From an optimization exercise on the open Yosys and OpenROAD flow, aimed at small area, a short achievable clock period and few clock cycles; shortcuts taken in it are not production practice.
Only simulation tests tie the RTL to the original design; equivalence was not proved.
Power figures rest on the tool's default switching activity, not on a simulated workload.

==> flow/design.v <==
package dfs_pkg;
  localparam int VERTEX_W         = 6;
  localparam int CMD_W            = 2;
  localparam int VCOUNT_W         = 7;
  localparam int MAX_VERTICES_DEF = 64;
  localparam int QUEUE_DEPTH      = 2;
  localparam int PADDR_W          = 3;
  localparam int PDATA_W          = 32;
  localparam int REG_IDX_W        = PADDR_W - 2;
  localparam logic [CMD_W-1:0] CMD_CLEAR  = 2'd0;
  localparam logic [CMD_W-1:0] CMD_EDGE   = 2'd1;
  localparam logic [CMD_W-1:0] CMD_SEARCH = 2'd2;
  localparam logic [CMD_W-1:0] CMD_SPARE  = 2'd3;
  localparam logic [REG_IDX_W-1:0] REG_VERTEX_COUNT = 1'b0;
  localparam logic [VCOUNT_W-1:0] VCOUNT_RESET = 7'd64;
  typedef struct packed {
    logic [CMD_W-1:0]    cmd;
    logic [VERTEX_W-1:0] from_vertex;
    logic [VERTEX_W-1:0] to_vertex;
  } in_item_t;
  typedef struct packed {
    logic [VERTEX_W-1:0] path_vertex;
    logic                found;
    logic                last;
  } out_item_t;
endpackage
module dfs_ram #(
  parameter int WIDTH = 8,
  parameter int DEPTH = 64,
  localparam int AW = (DEPTH > 1) ? $clog2(DEPTH) : 1
) (
  input  logic             clk,
  input  logic             we,
  input  logic [AW-1:0]    waddr,
  input  logic [WIDTH-1:0] wdata,
  input  logic             re,
  input  logic [AW-1:0]    raddr,
  output logic [WIDTH-1:0] rdata
);
  logic [WIDTH-1:0] mem [DEPTH];
  logic [WIDTH-1:0] rdata_r;
  always_ff @(posedge clk) begin
    if (we) begin
      mem[waddr] <= wdata;
    end
    if (re) begin
      rdata_r <= mem[raddr];
    end
  end
  assign rdata = rdata_r;
endmodule
import dfs_pkg::*;
module dfs_front #(
  parameter int MAX_VERTICES = MAX_VERTICES_DEF
) (
  input  logic     clk,
  input  logic     rst_n,
  input  logic     in_valid,
  output logic     in_ready,
  input  dfs_pkg::in_item_t in_data,
  output logic     q_valid,
  input  logic     q_ready,
  output dfs_pkg::in_item_t q_item,
  output dfs_pkg::in_item_t q_next
);
  localparam int QAW = (QUEUE_DEPTH > 1) ? $clog2(QUEUE_DEPTH) : 1;
  localparam int QCW = QAW + 1;
  localparam logic [VCOUNT_W-1:0] MAXV = VCOUNT_W'(MAX_VERTICES);
  logic [CMD_W+2*VERTEX_W-1:0] entries_r [QUEUE_DEPTH];
  logic [QAW-1:0]   wptr_r, wptr_nxt;
  logic [QAW-1:0]   rptr_r, rptr_nxt;
  logic [QCW-1:0]   cnt_r, cnt_nxt;
  logic             keep;
  logic             push;
  logic             pop;
  logic             edge_ok;
  assign edge_ok = ({1'b0, in_data.from_vertex} < MAXV) &&
                   ({1'b0, in_data.to_vertex} < MAXV);
  always_comb begin
    case (in_data.cmd)
      CMD_CLEAR:  keep = 1'b1;
      CMD_SEARCH: keep = 1'b1;
      CMD_EDGE:   keep = edge_ok;
      default:    keep = 1'b0;
    endcase
  end
  assign in_ready = (cnt_r != QCW'(QUEUE_DEPTH));
  assign q_valid  = (cnt_r != '0);
  assign q_item   = entries_r[rptr_r];
  assign push     = in_valid && in_ready && keep;
  assign pop      = q_valid && q_ready;
  always_comb begin
    wptr_nxt = push ? wptr_r + QAW'(1) : wptr_r;
    rptr_nxt = pop ? rptr_r + QAW'(1) : rptr_r;
    cnt_nxt  = cnt_r + QCW'(push) - QCW'(pop);
  end
  assign q_next = (push && (wptr_r == rptr_nxt)) ? in_data : entries_r[rptr_nxt];
  always_ff @(posedge clk) begin
    if (!rst_n) begin
      wptr_r <= '0;
      rptr_r <= '0;
      cnt_r  <= '0;
    end else begin
      wptr_r <= wptr_nxt;
      rptr_r <= rptr_nxt;
      cnt_r  <= cnt_nxt;
    end
  end
  always_ff @(posedge clk) begin
    if (push) begin
      entries_r[wptr_r] <= in_data;
    end
  end
endmodule
import dfs_pkg::*;
module dfs_engine #(
  parameter int MAX_VERTICES = MAX_VERTICES_DEF
) (
  input  logic                clk,
  input  logic                rst_n,
  input  logic [VCOUNT_W-1:0] vertex_count,
  input  logic                q_valid,
  output logic                q_ready,
  input  dfs_pkg::in_item_t            q_item,
  input  dfs_pkg::in_item_t            q_next,
  output logic                out_valid,
  input  logic                out_ready,
  output dfs_pkg::out_item_t           out_data
);
  localparam int NV = MAX_VERTICES;
  localparam int VW = (NV > 1) ? $clog2(NV) : 1;
  localparam int DW = VW + 1;
  localparam logic [VCOUNT_W-1:0] MAXV = VCOUNT_W'(NV);
  localparam int JQD = 4;            
  localparam int JAW = 2;
  localparam int JW  = VW + 1 + DW;   
  logic [NV-1:0]  adj_r [NV];
  logic [NV-1:0]  hs_r;           
  logic           clr_q;          
  logic           run_r;          
  logic [NV-1:0]  addr_r;         
  logic           te_r;           
  logic [NV-1:0]  rp_r;           
  logic [VW-1:0]  root_r;         
  logic [VW-1:0]  tgt_r;          
  logic [DW-1:0]  depth_r;        
  logic [NV-1:0]  avail_r;        
  logic [NV-1:0]  reach_r;        
  logic           conv_r;         
  logic           doom_r;         
  logic [VW-1:0]  ring_r [NV];    
  logic [VW-1:0]  base_r;
  logic [DW-1:0]  unread_r;       
  logic [JW-1:0]  jq_r [JQD];
  logic [JAW-1:0] jq_wp_r, jq_rp_r;
  logic [JAW:0]   jq_cnt_r;
  logic [DW-1:0]  e_k_r;          
  logic [VW-1:0]  e_ptr_r;        
  logic           ov_r;
  dfs_pkg::out_item_t od_r;
  logic           o_free;
  assign o_free = !ov_r || out_ready;
  logic [VCOUNT_W-1:0] live_cnt;
  logic [NV-1:0]       live_mask;
  logic                start_ok, tgt_ok, trivial;
  logic                head_search, head_other;
  logic                start;         
  logic                take;          
  logic                is_clear, is_edge;
  assign live_cnt = (vertex_count > MAXV) ? MAXV : vertex_count;
  always_comb begin
    for (int i = 0; i < NV; i++) live_mask[i] = (VCOUNT_W'(i) < live_cnt);
  end
  assign start_ok    = ({1'b0, q_item.from_vertex} < live_cnt);
  assign tgt_ok      = ({1'b0, q_item.to_vertex} < live_cnt);
  assign trivial     = !start_ok || !tgt_ok || (q_item.from_vertex == q_item.to_vertex);
  assign head_search = !run_r && q_valid && (q_item.cmd == CMD_SEARCH);
  assign head_other  = !run_r && q_valid && (q_item.cmd != CMD_SEARCH);
  logic           stepping;
  logic [DW-1:0]  s_depth;
  logic           s_te;
  logic [NV-1:0]  s_avail;
  logic [VW-1:0]  s_tgt;
  logic [VW-1:0]  s_root;
  logic [NV-1:0]  tgt_oh, below;
  logic [NV-1:0]  rd;
  logic [NV-1:0]  c1, c2;
  logic [NV-1:0]  low1, low2;
  logic           any1, any2;
  logic           hit1, hit2;
  logic [VW-1:0]  nxt1, nxt2;
  logic           has_par;
  logic           push_ok;
  logic           jq_full;
  logic [DW-1:0]  gp_idx;
  logic [VW-1:0]  gp;
  logic [NV-1:0]  gp_oh;
  logic [NV-1:0]  hn_oh;
  assign stepping = run_r || start;
  assign s_depth  = run_r ? depth_r : DW'(1);
  assign s_te     = run_r && te_r;
  assign s_avail  = run_r ? avail_r :
                    (live_mask & (hs_r | (NV'(1) << q_item.to_vertex)) &
                     ~(NV'(1) << q_item.from_vertex));
  assign s_tgt    = run_r ? tgt_r : q_item.to_vertex;
  assign s_root   = run_r ? root_r : q_item.from_vertex;
  always_comb begin
    for (int i = 0; i < NV; i++) begin
      tgt_oh[i] = (s_tgt == VW'(i));
      below[i]  = (VW'(i) < s_tgt);
    end
  end
  always_comb begin
    rd = '0;
    for (int i = 0; i < NV; i++) begin
      rd = rd | (adj_r[i] & {NV{addr_r[i]}});
    end
  end
  assign has_par = run_r && !te_r && (depth_r != DW'(1));
  assign c1   = rd & s_avail;
  assign c2   = rp_r & avail_r & {NV{has_par}};
  assign any1 = |c1;
  assign any2 = |c2;
  assign low1 = c1 & (~c1 + NV'(1));
  assign low2 = c2 & (~c2 + NV'(1));
  assign hit1 = (|(c1 & tgt_oh)) && !(|(c1 & below));
  assign hit2 = (|(c2 & tgt_oh)) && !(|(c2 & below));
  always_comb begin
    nxt1 = '0;
    nxt2 = '0;
    for (int i = 0; i < NV; i++) begin
      if (low1[i]) nxt1 = nxt1 | VW'(i);
      if (low2[i]) nxt2 = nxt2 | VW'(i);
    end
  end
  assign push_ok = ((s_depth - DW'(1)) + unread_r) < DW'(NV);
  assign jq_full = (jq_cnt_r == (JAW+1)'(JQD));
  assign gp_idx  = depth_r - DW'(3);
  assign gp      = (gp_idx == '0) ? root_r : ring_r[VW'(base_r + gp_idx[VW-1:0] - VW'(1))];
  assign gp_oh   = NV'(1) << gp;
  assign hn_oh   = NV'(1) << q_next.from_vertex;
  logic [NV-1:0]  reach_nxt;
  logic           conv_now;
  always_comb begin
    for (int i = 0; i < NV; i++) begin
      reach_nxt[i] = reach_r[i] || (live_mask[i] && (|(adj_r[i] & reach_r)));
    end
  end
  assign conv_now = run_r && !conv_r && (reach_nxt == reach_r);
  logic           job;            
  logic [VW-1:0]  job_v0;
  logic           job_f0;
  logic [DW-1:0]  job_len;
  logic           do_push;        
  logic           do_swap;        
  logic           do_pop;         
  logic           fin_hit, fin_miss, fin;
  logic [NV-1:0]  low_sel;
  logic [VW-1:0]  nxt_sel;
  logic [DW-1:0]  depth_nxt;
  assign start = head_search && !trivial && !jq_full;
  always_comb begin
    do_push  = 1'b0;
    do_swap  = 1'b0;
    do_pop   = 1'b0;
    fin_hit  = 1'b0;
    fin_miss = 1'b0;
    low_sel  = low1;
    nxt_sel  = nxt1;
    if (run_r && doom_r) begin
      fin_miss = 1'b1;
    end else if (stepping) begin
      if (s_te) begin
        if (any1) begin
          do_swap = 1'b1;
          fin_hit = hit1;
        end else if (depth_r == DW'(2)) begin
          fin_miss = 1'b1;
        end else begin
          do_pop = 1'b1;
        end
      end else begin
        if (any1) begin
          do_push = push_ok;
          fin_hit = push_ok && hit1;
        end else if (any2) begin
          do_swap = 1'b1;
          fin_hit = hit2;
          low_sel = low2;
          nxt_sel = nxt2;
        end else if (s_depth <= DW'(2)) begin
          fin_miss = 1'b1;
        end else begin
          do_pop = 1'b1;
        end
      end
    end
  end
  assign fin       = fin_hit || fin_miss;
  assign depth_nxt = do_push ? s_depth + DW'(1) : (do_pop ? s_depth - DW'(1) : s_depth);
  always_comb begin
    job     = 1'b0;
    job_v0  = s_root;
    job_f0  = fin_hit;
    job_len = fin_hit ? depth_nxt : DW'(1);
    take    = 1'b0;
    if (fin) begin
      job     = 1'b1;
      job_v0  = fin_hit ? s_root : '0;
    end else if (head_search && trivial && !jq_full) begin
      job     = 1'b1;
      job_v0  = (start_ok && tgt_ok) ? q_item.from_vertex : '0;
      job_f0  = start_ok && tgt_ok;
      job_len = DW'(1);
    end
    if (head_other) begin
      take = 1'b1;
    end else if (head_search) begin
      take = !jq_full;
    end
  end
  assign q_ready  = take;
  assign is_clear = take && (q_item.cmd == CMD_CLEAR);
  assign is_edge  = take && (q_item.cmd == CMD_EDGE);
  always_ff @(posedge clk) begin
    if (!rst_n) begin
      run_r <= 1'b0;
    end else begin
      run_r <= stepping && !fin;
    end
  end
  always_ff @(posedge clk) begin
    clr_q <= !rst_n;
    if (start) begin
      root_r  <= q_item.from_vertex;
      tgt_r   <= q_item.to_vertex;
      reach_r <= NV'(1) << q_item.to_vertex;
      conv_r  <= 1'b0;
      doom_r  <= 1'b0;
    end else if (run_r && !conv_r) begin
      reach_r <= reach_nxt;
      conv_r  <= conv_now;
      doom_r  <= conv_now && !reach_r[root_r];
    end
    if (stepping) begin
      depth_r <= depth_nxt;
      if (do_push || do_swap) begin
        avail_r <= s_avail & ~low_sel & (conv_now ? reach_r : '1);
      end else begin
        avail_r <= s_avail & (conv_now ? reach_r : '1);
      end
      if (do_push || do_swap) begin
        te_r <= 1'b0;
      end else if (do_pop) begin
        te_r <= 1'b1;
      end else begin
        te_r <= s_te;
      end
      if (any1) begin
        rp_r <= rd;
      end
    end
    if (!stepping || fin) begin
      addr_r <= hn_oh;
    end else if (do_push || do_swap) begin
      addr_r <= low_sel;
    end else if (do_pop) begin
      addr_r <= gp_oh;
    end
    if (do_push) begin
      ring_r[VW'(base_r + s_depth[VW-1:0] - VW'(1))] <= nxt_sel;
    end else if (do_swap) begin
      ring_r[VW'(base_r + s_depth[VW-1:0] - VW'(2))] <= nxt_sel;
    end
  end
  logic          clr;
  logic [NV-1:0] wrow, wcol;
  assign clr = clr_q || is_clear;
  always_comb begin
    for (int i = 0; i < NV; i++) begin
      wrow[i] = is_edge && (q_item.from_vertex == VW'(i));
      wcol[i] = (q_item.to_vertex == VW'(i));
    end
  end
  always_ff @(posedge clk) begin
    for (int i = 0; i < NV; i++) begin
      for (int j = 0; j < NV; j++) begin
        adj_r[i][j] <= (adj_r[i][j] && !clr) || (wrow[i] && wcol[j]);
      end
      hs_r[i] <= (hs_r[i] && !clr) || wrow[i];
    end
  end
  logic [VW-1:0]      h_v0;
  logic               h_f0;
  logic [DW-1:0]      h_len;
  logic               emit;
  logic               h_last;
  logic               from_ring;
  dfs_pkg::out_item_t e_item;
  assign {h_v0, h_f0, h_len} = jq_r[jq_rp_r];
  assign emit      = (jq_cnt_r != '0) && o_free;
  assign h_last    = ((e_k_r + DW'(1)) == h_len);
  assign from_ring = (e_k_r != '0);
  always_comb begin
    if (from_ring) begin
      e_item.path_vertex = ring_r[e_ptr_r];
      e_item.found       = 1'b1;
    end else begin
      e_item.path_vertex = h_v0;
      e_item.found       = h_f0;
    end
    e_item.last = h_last;
  end
  always_ff @(posedge clk) begin
    if (job) begin
      jq_r[jq_wp_r] <= {job_v0, job_f0, job_len};
    end
  end
  always_ff @(posedge clk) begin
    if (!rst_n) begin
      jq_wp_r  <= '0;
      jq_rp_r  <= '0;
      jq_cnt_r <= '0;
      e_k_r    <= '0;
      e_ptr_r  <= '0;
      base_r   <= '0;
      unread_r <= '0;
      ov_r     <= 1'b0;
    end else begin
      jq_wp_r  <= jq_wp_r + JAW'(job);
      jq_rp_r  <= jq_rp_r + JAW'(emit && h_last);
      jq_cnt_r <= jq_cnt_r + (JAW+1)'(job) - (JAW+1)'(emit && h_last);
      if (fin_hit) begin
        base_r <= base_r + VW'(depth_nxt - DW'(1));
      end
      unread_r <= unread_r + (fin_hit ? depth_nxt - DW'(1) : '0) -
                  DW'(emit && from_ring);
      if (emit) begin
        ov_r    <= 1'b1;
        od_r    <= e_item;
        e_k_r   <= h_last ? '0 : e_k_r + DW'(1);
        if (from_ring) begin
          e_ptr_r <= e_ptr_r + VW'(1);
        end
      end else if (out_ready) begin
        ov_r    <= 1'b0;
      end
    end
  end
  assign out_valid = ov_r;
  assign out_data  = od_r;
endmodule
import dfs_pkg::*;
module dfs_path_finder #(
  parameter int MAX_VERTICES = MAX_VERTICES_DEF
) (
  input  logic               clk,
  input  logic               rst_n,
  input  logic               in_valid,
  output logic               in_ready,
  input  dfs_pkg::in_item_t           in_data,
  output logic               out_valid,
  input  logic               out_ready,
  output dfs_pkg::out_item_t          out_data,
  input  logic               psel,
  input  logic               penable,
  input  logic               pwrite,
  input  logic [PADDR_W-1:0] paddr,
  input  logic [PDATA_W-1:0] pwdata,
  output logic [PDATA_W-1:0] prdata,
  output logic               pready
);
  logic [VCOUNT_W-1:0] vcount_r, vcount_nxt;
  logic [VCOUNT_W-1:0] prdata_r;
  logic                reg_hit;
  logic                q_valid;
  logic                q_ready;
  dfs_pkg::in_item_t            q_item;
  dfs_pkg::in_item_t            q_next;
  assign reg_hit = (paddr[PADDR_W-1:2] == REG_VERTEX_COUNT);
  assign pready  = 1'b1;
  assign prdata  = PDATA_W'(prdata_r);
  always_comb begin
    vcount_nxt = vcount_r;
    if (psel && penable && pwrite && reg_hit) begin
      vcount_nxt = pwdata[VCOUNT_W-1:0];
    end
  end
  always_ff @(posedge clk) begin
    if (!rst_n) begin
      vcount_r <= VCOUNT_RESET;
    end else begin
      vcount_r <= vcount_nxt;
    end
  end
  always_ff @(posedge clk) begin
    prdata_r <= reg_hit ? vcount_r : '0;
  end
  dfs_front #(.MAX_VERTICES(MAX_VERTICES)) u_front (
    .clk      (clk),
    .rst_n    (rst_n),
    .in_valid (in_valid),
    .in_ready (in_ready),
    .in_data  (in_data),
    .q_valid  (q_valid),
    .q_ready  (q_ready),
    .q_item   (q_item),
    .q_next   (q_next)
  );
  dfs_engine #(.MAX_VERTICES(MAX_VERTICES)) u_engine (
    .clk          (clk),
    .rst_n        (rst_n),
    .vertex_count (vcount_r),
    .q_valid      (q_valid),
    .q_ready      (q_ready),
    .q_item       (q_item),
    .q_next       (q_next),
    .out_valid    (out_valid),
    .out_ready    (out_ready),
    .out_data     (out_data)
  );
endmodule
==> flow/run.sh <==
#!/bin/bash
# synth_recipe.tcl (not shown) runs the flow's synth.tcl, then flattens the netlist and writes it again
# the make line also repeats each setting of config.mk as NAME=value (left out here)
make -C /OpenROAD-flow-scripts/flow DESIGN_CONFIG=/design/flow/config.mk WORK_HOME=/design/flow/orfs CLKGATE_MAP_FILE= SYNTH_SCRIPT=/design/flow/synth_recipe.tcl finish
==> flow/config.mk <==
export PLATFORM = sky130hd
export DESIGN_NAME = dfs_path_finder
export DESIGN_NICKNAME = dfs_path_finder
export VERILOG_FILES = /design/flow/design.v
export SDC_FILE = /design/flow/constraint.sdc
export NUM_CORES = 4
export LEC_CHECK = 0
export CAP_MARGIN = 20
export CORE_MARGIN = 2
export CORE_UTILIZATION = 45
export SETUP_SLACK_MARGIN = 5
export SLEW_MARGIN = 20
==> flow/constraint.sdc <==
create_clock -name core_clock -period 10.0 [get_ports {clk}]
set_input_delay 2.0000 -clock core_clock [delete_from_list [all_inputs] [get_ports {clk}]]
set_output_delay 2.0000 -clock core_clock [all_outputs]
set_load 0.01 [all_outputs]
==> results of run 1 <==
-- metrics by stage --
stage,total power (uW),cells
2_1_floorplan,26200,24034
3_3_place_gp,34100,29339
3_5_place_dp,34100,29372
4_1_cts,56500,30941
-- how the worst max path moves through the flow --
| stage | end | start | cells after the start | slack [ps] |
|---|---|---|---|---|
| after floorplan | u_engine.unread_r[6] | u_engine.run_r | 38 | 4050 |
| after global placement | u_engine.ring_r[62][5] | u_engine.addr_r[23] | 17 | -400 |
| after detailed placement | u_engine.ring_r[15][1] | u_engine.addr_r[23] | 18 | 280 |
| after CTS | u_engine.unread_r[6] | u_engine.addr_r[7] | 29 | 2780 |
-- Yosys cell counts (17+ instances only) --
| cell | count |
|---|---|
| o32ai_1 | 29 |
| or4_1 | 107 |
| nor3b_1 | 70 |
| a31oi_1 | 92 |
| nor2_1 | 297 |
| o221ai_1 | 24 |
| o21a_1 | 22 |
| xor2_1 | 28 |
| nand2_1 | 4830 |
| o21ai_1 | 17 |
| a22oi_1 | 353 |
| clkbuf_1 | 1875 |
| nand3b_1 | 17 |
| nand3_1 | 225 |
| nor2b_1 | 19 |
| buf_1 | 233 |
| buf_2 | 193 |
| buf_6 | 192 |
| dfxtp_1 | 4223 |
| a221oi_1 | 1881 |
| o22ai_1 | 85 |
| nor4_1 | 60 |
| a21o_1 | 25 |
| and2_1 | 44 |
| a21oi_1 | 239 |
| nand2b_1 | 18 |
| o31ai_1 | 39 |
| inv_1 | 82 |
| mux2_2 | 28 |
| mux2i_1 | 80 |
| o41ai_1 | 23 |
| o21ai_0 | 4333 |
| mux4_2 | 288 |
| a22o_1 | 1901 |
| nor3_1 | 178 |
| buf_4 | 59 |
| edfxtp_1 | 752 |
| or3_1 | 41 |
| xnor2_1 | 47 |
| ha_1 | 65 |
| nand4_1 | 566 |
| o211a_1 | 19 |
| o211ai_1 | 21 |
-- logic make-up after synthesis --
logic type / count (synthesis)
compound gates: 9229
mux: 409
buf+inv: 2643
simple gates: 6604
fa+ha+maj: 70
other cells: 2
flops: 4975
xor+xnor: 78
-- per-layer routing --
| layer | overflow | GRT usage |
|---|---|---|
| met1 | 10525 | 1.05 |
| met2 | 28172 | 1.25 |
| met3 | 6643 | 1.01 |
| met4 | 7940 | 1.08 |
| met5 | 714 | 0.922 |
-- power groups by stage --
| stage | clock (uW) | combinational (uW) | sequential (uW) |
|---|---|---|---|
| after detailed placement | 0 | 12600 | 21500 |
| after CTS | 21600 | 13900 | 20900 |
| after global placement | 0 | 12600 | 21500 |
| after floorplan | 0 | 5020 | 21200 |
-- repair_timing --
item | in CTS
gates cloned | 76
gates resized for setup | 1145
pin swaps | 280
endpoints found under the hold margin | 0
hold buffers | 0
setup endpoints to repair | 1368
setup buffers | 483
==> results.toml, run 1 <==
[run_status]
run_status = "aborted with a tool error"
lastStage = "global routing (5_1_grt)"
stop_error = "[ERROR GRT-0116] Global routing finished with congestion. Check the congestion regions in the DRC Viewer."

[logic_synthesis]
ys_seq_area_frac = 0.487
synth_top_family_by_area = "compound AO/OA/AOI/OAI gates"
synth_mux_area_frac = 0.0357
synthAdderAreaFrac = 0.00416
synth_top_cell_area_share = 0.385
yosys.area_share.xor_xnor = 0.00324
yosys-top-cells-area = "dfxtp_1 (38%), edfxtp_1 (10%), o21ai_0 (9.9%), nand2_1 (8.2%), a22o_1 (7.6%)"
synthFlopType = "dfxtp_1"
synth_top_cell_by_area = "dfxtp_1"
synth-compound-area-share = 0.285
async_reset_ff_frac = 0
synth_area_per_cell_um2 = 9.15
synth_edf_count = 752
ys_warn_count = 4
syn_area_um2 = 220000
ys_types = 114
yosys.area_share.simple = 0.130
postSynthCellCount = 24010
ys_ff_latch = 4975

[placement]
dpl.hpwl_mm = 1810
place_ws_ps = 277
dpl_cell_area_um2 = 232000
io_buffers = 45
gp_congestion = 1.66

[floorplan]
fp-row-count = 256
die_width_um = 703
die_y_um = 703
start_util = 0.452
ioPinCount = 99

[cts]
cts_htree_levels = 6
cts_buffers = 565
cts.sinks = 4975
clockBufferDepth = 4
clockRootBuffer = "clkbuf_16"

[global_route]
grt_pass1_vias = 295533
grt_pass1_wl_mm = 3600
overflow = 53994
grt_usage = 1.10
grt_max_degree = 220
Testbench counts, summed over its fixed seeds: cycles 15,196.
==> inputs of run 2 (changes only) <==
--- a/flow/design.v
+++ b/flow/design.v
@@ -133,27 +133,27 @@
   localparam logic [VCOUNT_W-1:0] MAXV = VCOUNT_W'(NV);
   localparam int JQD = 4;            
   localparam int JAW = 2;
-  localparam int JW  = VW + 1 + DW;   
+  localparam int JW  = 2 * VW + 1 + DW;   
   logic [NV-1:0]  adj_r [NV];
   logic [NV-1:0]  hs_r;           
   logic           clr_q;          
   logic           run_r;          
-  logic [NV-1:0]  addr_r;         
+  logic [NV-1:0]  a_r, g_r, h_r;  
+  logic           sa_r, sg_r, sh_r;  
   logic           te_r;           
-  logic [NV-1:0]  rp_r;           
+  logic [NV-1:0]  r0_r, r1_r;     
+  logic           ksel_r;         
   logic [VW-1:0]  root_r;         
   logic [VW-1:0]  tgt_r;          
   logic [DW-1:0]  depth_r;        
   logic [NV-1:0]  avail_r;        
-  logic [NV-1:0]  reach_r;        
-  logic           conv_r;         
-  logic           doom_r;         
   logic [VW-1:0]  ring_r [NV];    
   logic [VW-1:0]  base_r;
   logic [DW-1:0]  unread_r;       
+  logic [DW-1:0]  add_r;          
   logic [JW-1:0]  jq_r [JQD];
-  logic [JAW-1:0] jq_wp_r, jq_rp_r;
-  logic [JAW:0]   jq_cnt_r;
+  logic [JAW:0]   jq_wp_r, jq_rp_r;    
+  logic [JAW:0]   jq_wp_inc, jq_rp_inc;
   logic [DW-1:0]  e_k_r;          
   logic [VW-1:0]  e_ptr_r;        
   logic           ov_r;
@@ -183,12 +183,15 @@
   logic [VW-1:0]  s_tgt;
   logic [VW-1:0]  s_root;
   logic [NV-1:0]  tgt_oh, below;
+  logic [NV-1:0]  addr;
   logic [NV-1:0]  rd;
+  logic [NV-1:0]  rp;
+  logic           stall;
   logic [NV-1:0]  c1, c2;
   logic [NV-1:0]  low1, low2;
   logic           any1, any2;
   logic           hit1, hit2;
-  logic [VW-1:0]  nxt1, nxt2;
+  logic [VW-1:0]  top;            
   logic           has_par;
   logic           push_ok;
   logic           jq_full;
@@ -210,45 +213,47 @@
       below[i]  = (VW'(i) < s_tgt);
     end
   end
+  assign addr = (a_r & {NV{sa_r}}) | (g_r & {NV{sg_r}}) | (h_r & {NV{sh_r}});
   always_comb begin
     rd = '0;
     for (int i = 0; i < NV; i++) begin
-      rd = rd | (adj_r[i] & {NV{addr_r[i]}});
+      rd = rd | (adj_r[i] & {NV{addr[i]}});
     end
   end
+  assign rp = ksel_r ? r0_r : r1_r;
   assign has_par = run_r && !te_r && (depth_r != DW'(1));
   assign c1   = rd & s_avail;
-  assign c2   = rp_r & avail_r & {NV{has_par}};
+  assign c2   = rp & avail_r & {NV{has_par}};
   assign any1 = |c1;
   assign any2 = |c2;
-  assign low1 = c1 & (~c1 + NV'(1));
-  assign low2 = c2 & (~c2 + NV'(1));
+  logic [NV-1:0] pre1 [7];
+  logic [NV-1:0] pre2 [7];
+  assign pre1[0] = c1;
+  assign pre2[0] = c2;
+  for (genvar k = 0; k < 6; k++) begin : g_pre
+    assign pre1[k+1] = pre1[k] | (pre1[k] << (1 << k));
+    assign pre2[k+1] = pre2[k] | (pre2[k] << (1 << k));
+  end
+  assign low1 = c1 & ~(pre1[6] << 1);
+  assign low2 = c2 & ~(pre2[6] << 1);
   assign hit1 = (|(c1 & tgt_oh)) && !(|(c1 & below));
   assign hit2 = (|(c2 & tgt_oh)) && !(|(c2 & below));
   always_comb begin
-    nxt1 = '0;
-    nxt2 = '0;
+    top = '0;
     for (int i = 0; i < NV; i++) begin
-      if (low1[i]) nxt1 = nxt1 | VW'(i);
-      if (low2[i]) nxt2 = nxt2 | VW'(i);
+      if (a_r[i]) top = top | VW'(i);
     end
   end
-  assign push_ok = ((s_depth - DW'(1)) + unread_r) < DW'(NV);
-  assign jq_full = (jq_cnt_r == (JAW+1)'(JQD));
+  assign push_ok = (s_depth < DW'(2)) || (((s_depth - DW'(2)) + unread_r) < DW'(NV));
+  assign stall   = run_r && !te_r && !push_ok;
+  assign jq_full = (jq_wp_r == {!jq_rp_r[JAW], jq_rp_r[JAW-1:0]});
   assign gp_idx  = depth_r - DW'(3);
   assign gp      = (gp_idx == '0) ? root_r : ring_r[VW'(base_r + gp_idx[VW-1:0] - VW'(1))];
   assign gp_oh   = NV'(1) << gp;
   assign hn_oh   = NV'(1) << q_next.from_vertex;
-  logic [NV-1:0]  reach_nxt;
-  logic           conv_now;
-  always_comb begin
-    for (int i = 0; i < NV; i++) begin
-      reach_nxt[i] = reach_r[i] || (live_mask[i] && (|(adj_r[i] & reach_r)));
-    end
-  end
-  assign conv_now = run_r && !conv_r && (reach_nxt == reach_r);
   logic           job;            
   logic [VW-1:0]  job_v0;
+  logic [VW-1:0]  job_tgt;
   logic           job_f0;
   logic [DW-1:0]  job_len;
   logic           do_push;        
@@ -256,7 +261,6 @@
   logic           do_pop;         
   logic           fin_hit, fin_miss, fin;
   logic [NV-1:0]  low_sel;
-  logic [VW-1:0]  nxt_sel;
   logic [DW-1:0]  depth_nxt;
   assign start = head_search && !trivial && !jq_full;
   always_comb begin
@@ -265,11 +269,8 @@
     do_pop   = 1'b0;
     fin_hit  = 1'b0;
     fin_miss = 1'b0;
-    low_sel  = low1;
-    nxt_sel  = nxt1;
-    if (run_r && doom_r) begin
-      fin_miss = 1'b1;
-    end else if (stepping) begin
+    low_sel  = low1 | (low2 & {NV{!any1}});
+    if (stepping && !stall) begin
       if (s_te) begin
         if (any1) begin
           do_swap = 1'b1;
@@ -281,13 +282,11 @@
         end
       end else begin
         if (any1) begin
-          do_push = push_ok;
-          fin_hit = push_ok && hit1;
+          do_push = 1'b1;
+          fin_hit = hit1;
         end else if (any2) begin
           do_swap = 1'b1;
           fin_hit = hit2;
-          low_sel = low2;
-          nxt_sel = nxt2;
         end else if (s_depth <= DW'(2)) begin
           fin_miss = 1'b1;
         end else begin
@@ -301,6 +300,7 @@
   always_comb begin
     job     = 1'b0;
     job_v0  = s_root;
+    job_tgt = s_tgt;
     job_f0  = fin_hit;
     job_len = fin_hit ? depth_nxt : DW'(1);
     take    = 1'b0;
@@ -334,20 +334,13 @@
     if (start) begin
       root_r  <= q_item.from_vertex;
       tgt_r   <= q_item.to_vertex;
-      reach_r <= NV'(1) << q_item.to_vertex;
-      conv_r  <= 1'b0;
-      doom_r  <= 1'b0;
-    end else if (run_r && !conv_r) begin
-      reach_r <= reach_nxt;
-      conv_r  <= conv_now;
-      doom_r  <= conv_now && !reach_r[root_r];
     end
-    if (stepping) begin
+    if (stepping && !stall) begin
       depth_r <= depth_nxt;
       if (do_push || do_swap) begin
-        avail_r <= s_avail & ~low_sel & (conv_now ? reach_r : '1);
+        avail_r <= s_avail & ~low_sel;
       end else begin
-        avail_r <= s_avail & (conv_now ? reach_r : '1);
+        avail_r <= s_avail;
       end
       if (do_push || do_swap) begin
         te_r <= 1'b0;
@@ -356,21 +349,18 @@
       end else begin
         te_r <= s_te;
       end
-      if (any1) begin
-        rp_r <= rd;
-      end
     end
-    if (!stepping || fin) begin
-      addr_r <= hn_oh;
-    end else if (do_push || do_swap) begin
-      addr_r <= low_sel;
-    end else if (do_pop) begin
-      addr_r <= gp_oh;
-    end
-    if (do_push) begin
-      ring_r[VW'(base_r + s_depth[VW-1:0] - VW'(1))] <= nxt_sel;
-    end else if (do_swap) begin
-      ring_r[VW'(base_r + s_depth[VW-1:0] - VW'(2))] <= nxt_sel;
+    r1_r   <= rd;
+    r0_r   <= rp;
+    ksel_r <= stall || (stepping && !s_te && !any1 && any2);
+    a_r    <= stall ? addr : low_sel;
+    g_r    <= gp_oh;
+    h_r    <= hn_oh;
+    sa_r   <= stepping && !fin && (stall || do_push || do_swap);
+    sg_r   <= stepping && !fin && !stall && do_pop;
+    sh_r   <= !stepping || fin;
+    if (stepping && !stall && !s_te && (s_depth >= DW'(2))) begin
+      ring_r[VW'(base_r + s_depth[VW-1:0] - VW'(2))] <= top;
     end
   end
   logic          clr;
@@ -391,20 +381,26 @@
     end
   end
   logic [VW-1:0]      h_v0;
+  logic [VW-1:0]      h_tgt;
   logic               h_f0;
   logic [DW-1:0]      h_len;
   logic               emit;
   logic               h_last;
   logic               from_ring;
   dfs_pkg::out_item_t e_item;
-  assign {h_v0, h_f0, h_len} = jq_r[jq_rp_r];
-  assign emit      = (jq_cnt_r != '0) && o_free;
+  assign {h_v0, h_tgt, h_f0, h_len} = jq_r[jq_rp_r[JAW-1:0]];
+  assign emit      = (jq_wp_r != jq_rp_r) && o_free;
+  assign jq_wp_inc = jq_wp_r + (JAW+1)'(1);
+  assign jq_rp_inc = jq_rp_r + (JAW+1)'(1);
   assign h_last    = ((e_k_r + DW'(1)) == h_len);
-  assign from_ring = (e_k_r != '0);
+  assign from_ring = (e_k_r != '0) && !h_last;
   always_comb begin
     if (from_ring) begin
       e_item.path_vertex = ring_r[e_ptr_r];
       e_item.found       = 1'b1;
+    end else if (e_k_r != '0) begin
+      e_item.path_vertex = h_tgt;
+      e_item.found       = 1'b1;
     end else begin
       e_item.path_vertex = h_v0;
       e_item.found       = h_f0;
@@ -412,29 +408,26 @@
     e_item.last = h_last;
   end
   always_ff @(posedge clk) begin
-    if (job) begin
-      jq_r[jq_wp_r] <= {job_v0, job_f0, job_len};
+    if (!jq_full) begin
+      jq_r[jq_wp_r[JAW-1:0]] <= {job_v0, job_tgt, job_f0, job_len};
     end
   end
   always_ff @(posedge clk) begin
     if (!rst_n) begin
       jq_wp_r  <= '0;
       jq_rp_r  <= '0;
-      jq_cnt_r <= '0;
       e_k_r    <= '0;
       e_ptr_r  <= '0;
       base_r   <= '0;
       unread_r <= '0;
+      add_r    <= '0;
       ov_r     <= 1'b0;
     end else begin
-      jq_wp_r  <= jq_wp_r + JAW'(job);
-      jq_rp_r  <= jq_rp_r + JAW'(emit && h_last);
-      jq_cnt_r <= jq_cnt_r + (JAW+1)'(job) - (JAW+1)'(emit && h_last);
-      if (fin_hit) begin
-        base_r <= base_r + VW'(depth_nxt - DW'(1));
-      end
-      unread_r <= unread_r + (fin_hit ? depth_nxt - DW'(1) : '0) -
-                  DW'(emit && from_ring);
+      jq_wp_r  <= job ? jq_wp_inc : jq_wp_r;
+      jq_rp_r  <= (emit && h_last) ? jq_rp_inc : jq_rp_r;
+      add_r    <= fin_hit ? (do_push ? s_depth - DW'(1) : s_depth - DW'(2)) : '0;
+      base_r   <= base_r + add_r[VW-1:0];
+      unread_r <= unread_r + add_r - DW'(emit && from_ring);
       if (emit) begin
         ov_r    <= 1'b1;
         od_r    <= e_item;
--- a/flow/config.mk
+++ b/flow/config.mk
@@ -6,7 +6,11 @@
 export NUM_CORES = 4
 export LEC_CHECK = 0
 export CAP_MARGIN = 20
+export CELL_PAD_IN_SITES_DETAIL_PLACEMENT = 1
+export CELL_PAD_IN_SITES_GLOBAL_PLACEMENT = 1
 export CORE_MARGIN = 2
-export CORE_UTILIZATION = 45
+export CORE_UTILIZATION = 25
+export PLACE_DENSITY = 0.33
 export SETUP_SLACK_MARGIN = 5
 export SLEW_MARGIN = 20
+export TNS_END_PERCENT = 10
==> results.toml, run 2 <==
[placement]
io_buffers = 45
dpl.hpwl_mm = 915
gp_congestion = 0.957

[logic_synthesis]
ys_seq_area_frac = 0.539
yosysMostFrequentCell = "nand2_1"
ys_ff_latch = 5137
synth_top_cell_area_share = 0.452
synth_top_cell_by_area = "dfxtp_1"
postSynthCellCount = 23097
async_reset_ff_frac = 0
ys_warn_count = 6
syn_area_um2 = 202000
synthFlopType = "dfxtp_1"
synth_area_per_cell_um2 = 8.74
synth_edf_count = 584
synth_common_cells = "nand2_1 (4681), dfxtp_1 (4553), o21ai_0 (4189)"
yosys-top-cells-area = "dfxtp_1 (45%), o21ai_0 (10%), nand2_1 (8.7%), edfxtp_1 (8.7%), a221oi_1 (4.5%)"
ys_types = 96

[global_route]
grt_max_degree = 203
antenna_found_initial = 416
grt_pass1_wl_mm = 2000
overflow = 0
grt_pass1_vias = 183437
grt_usage = 0.372

[cts]
clockRootBuffer = "clkbuf_16"
clockBufferDepth = 4
clk_latency_ps = 1240
cts_tree = "yes"
clk_pin_slew_worst_paths_ps = 60
cts_buffers = 650
cts_htree_levels = 6
cts.sinks = 5137

[power_and_ir_drop]
vdd_drop_max_mv = 0.490
p_per_area_nw_per_um2 = 253
power_leakage_uw = 0.0856

[timing]
period_needed_ps = 6060
final_hold_viol_count = 0
slew_headroom = 0.0906
fin_skew_ps = 89.4
setup_viol = 0
tightestPinTransition_ps = 1360
rsz0062_at_grt = "yes"
fmax_mhz = 165
whs_ps = 439
period_share = 0.606
setup-tns-final_ps = 0
final_max_slew_viol_count = 0

[critical_path]
cp-end-kind = "register"
path_delay_family = "simple AND/OR/NAND/NOR gates"
cp-start-kind = "register"
slowest_stage = "or4_4"
worstPathCellList = "clkbuf_16, clkbuf_16, a222oi_1, buf_4, buf_4, o22ai_1, a221oi_1, nand4_1, or4_4, a222oi_1, buf_4, nand4_1, buf_6, and4bb_4, nand2_8, buf_6, or4_4, buf_4, o31ai_4, a21oi_1"
critPathRequiredTime_ps = 10880
arrival_ps = 6930
critPathKind = "reg -> reg"
cp_max_fo = 8
crit_buf_inv = 8
cpMostUsedCell = "buf_4"
critPathMaxStageDelay_ps = 580

[final_layout]
drive_above_1_share = 0.161
syn2layout_area_growth_pct = 26.8
n_fill_cell = 91109
largest-register = "u_engine.adj_r"
num-nets-final = 23601
mostFrequentLayoutCells = "dfxtp_1 (4543), nand2_1 (4537), o21ai_0 (4181)"
final_common_cell = "dfxtp_1"
largest_reg_flops = 4096

[floorplan]
die_area_um2 = 814000
fp-row-count = 330
die_y_um = 902
ioPinCount = 99
core_um2 = 806000
start_util = 0.250
die_width_um = 902

[detailed_routing]
vias_per_cell = 5.65
route.met2.wl_mm = 697
highest_layer = "met5"
avgRoutedWirePerCell_um = 45.3
drc = 0
met1_length_mm = 671
firstDrtPassIters = 8
dr.first_iter.drc_count = 24838
vias = 198238
dr_wl_met3_mm = 124
routed_wl_mm = 1590
ant_nets = 4

[run_status]
run_status = "complete, but fails checks"
so_faults = "antenna rules"

[flow_run]
maxCapViolations = 0

[min_path]
hold_path_class = "reg -> reg"
==> run 2: cell count changes after synthesis, sizes merged, moves of 286 or more <==
cell,previous run,this run
inv,83,2221
dfxtp,4223,4553
a221oi,1886,1040
buf,682,396
o22ai,85,1070
a22o,1901,13
==> run 2: cell families after synthesis <==
group,synth area share
compound gates,0.208
flops,0.539
xor+xnor,0.00334
fa+ha+maj,0.00461
buf+inv,0.0820
mux,0.0370
simple gates,0.126
other cells,0.0000372
==> run 2: report_power, final <==
part / internal, uW / leakage (uW) / switching, uW
registers: 21500 / 0.0421 / 294
logic: 4220 / 0.0331 / 14600
clock network: 13800 / 0.0103 / 10300
total: 39600 / 0.0856 / 25200
==> run 2: worst paths after layout <==
| path | from | to | slack [ps] | cells after the start |
|---|---|---|---|---|
| worst min-delay path | u_engine.hs_r[1] | u_engine.hs_r[1] | 440 | 2 |
| worst max register to register | u_engine.sa_r | u_engine.avail_r[15] | 3940 | 20 |
| worst min register to register | u_engine.hs_r[1] | u_engine.hs_r[1] | 440 | 2 |
| worst max-delay path | u_engine.sa_r | u_engine.avail_r[15] | 3940 | 20 |
==> run 2: final cells by class <==
| cell class | count | area, um^2 | area share |
|---|---|---|---|
| Sequential cell | 5137 | 109000 | 0.425 |
| Multi-Input combinational cell | 13748 | 82700 | 0.323 |
| Timing Repair Buffer | 1713 | 20800 | 0.0812 |
| Clock buffer | 1022 | 19600 | 0.0764 |
| Tap cell | 10790 | 13500 | 0.0528 |
| Inverter | 2223 | 8350 | 0.0326 |
| Clock inverter | 138 | 1540 | 0.00601 |
| Antenna cell | 288 | 721 | 0.00282 |
==> run 2: timing repair <==
action,4_1_cts,5_1_grt
setup endpoints to repair,1457,1298
buffers inserted,560,201
resized for setup,772,389
gates cloned,41,20
hold buffers,0,0
pin swaps,185,138
==> run 2: metrics by stage <==
step	worst slack (ps)	total power [uW]	utilization	cell area, um^2	cells
after floorplan	4370	28000	-	202000	23121
after CTS	3970	64000	0.311	251000	34550
after detailed placement	1680	38200	0.271	218000	32789
final	3940	64800	0.317	256000	35059
after global placement	1630	38200	0.271	218000	32786
after global routing	3930	65500	0.317	255000	34804
==> run 2: worst register-to-register path, cell delays in order (launching register included) <==
cell and delay, ps:
dfxtp_4 360, clkbuf_16 190, clkbuf_16 260, a222oi_1 320
buf_4 290, buf_4 380, o22ai_1 220, a221oi_1 280
nand4_1 290, or4_4 580, a222oi_1 340, buf_4 190
nand4_1 140, buf_6 180, and4bb_4 450, nand2_8 100
buf_6 140, or4_4 490, buf_4 180, o31ai_4 260
a21oi_1 110
==> run 2: per-layer routing <==
metal  GRT usage  vias up
met5           0        -
met4       0.176       64
met3      0.0616     2461
met2       0.580    10122
met1       0.503   104478
li1            -    81113
Testbench counts of run 2, summed over its fixed seeds: cycles 18,479.

separate check: timing with driven ports:
The flow's constraints put no driver on any port. The routed layout listed below was extracted and timed again, unchanged, in two steps. Step 1, drivers: a clkbuf_16 drives clk and a buf_2 each remaining input, both assumed. Step 2, shift: input delay + t, output delay - t, t = (earliest + latest rising clock arrival at the registers) / 2. This alone moves slack from input paths to output paths. a / b / c = ideal ports / drivers / drivers and shift; a / b = the first two.
run: run 2
shift t [ns]: 1.301
slack for setup (ns): 3.942 / 3.942 / 3.584
hold WS [ns]: 0.439 / 0.439 / 0.439
worst setup path at the end: input to register
The setup slack of run 2 moves by 0.000 ns with the drivers and by -0.358 ns with both steps.
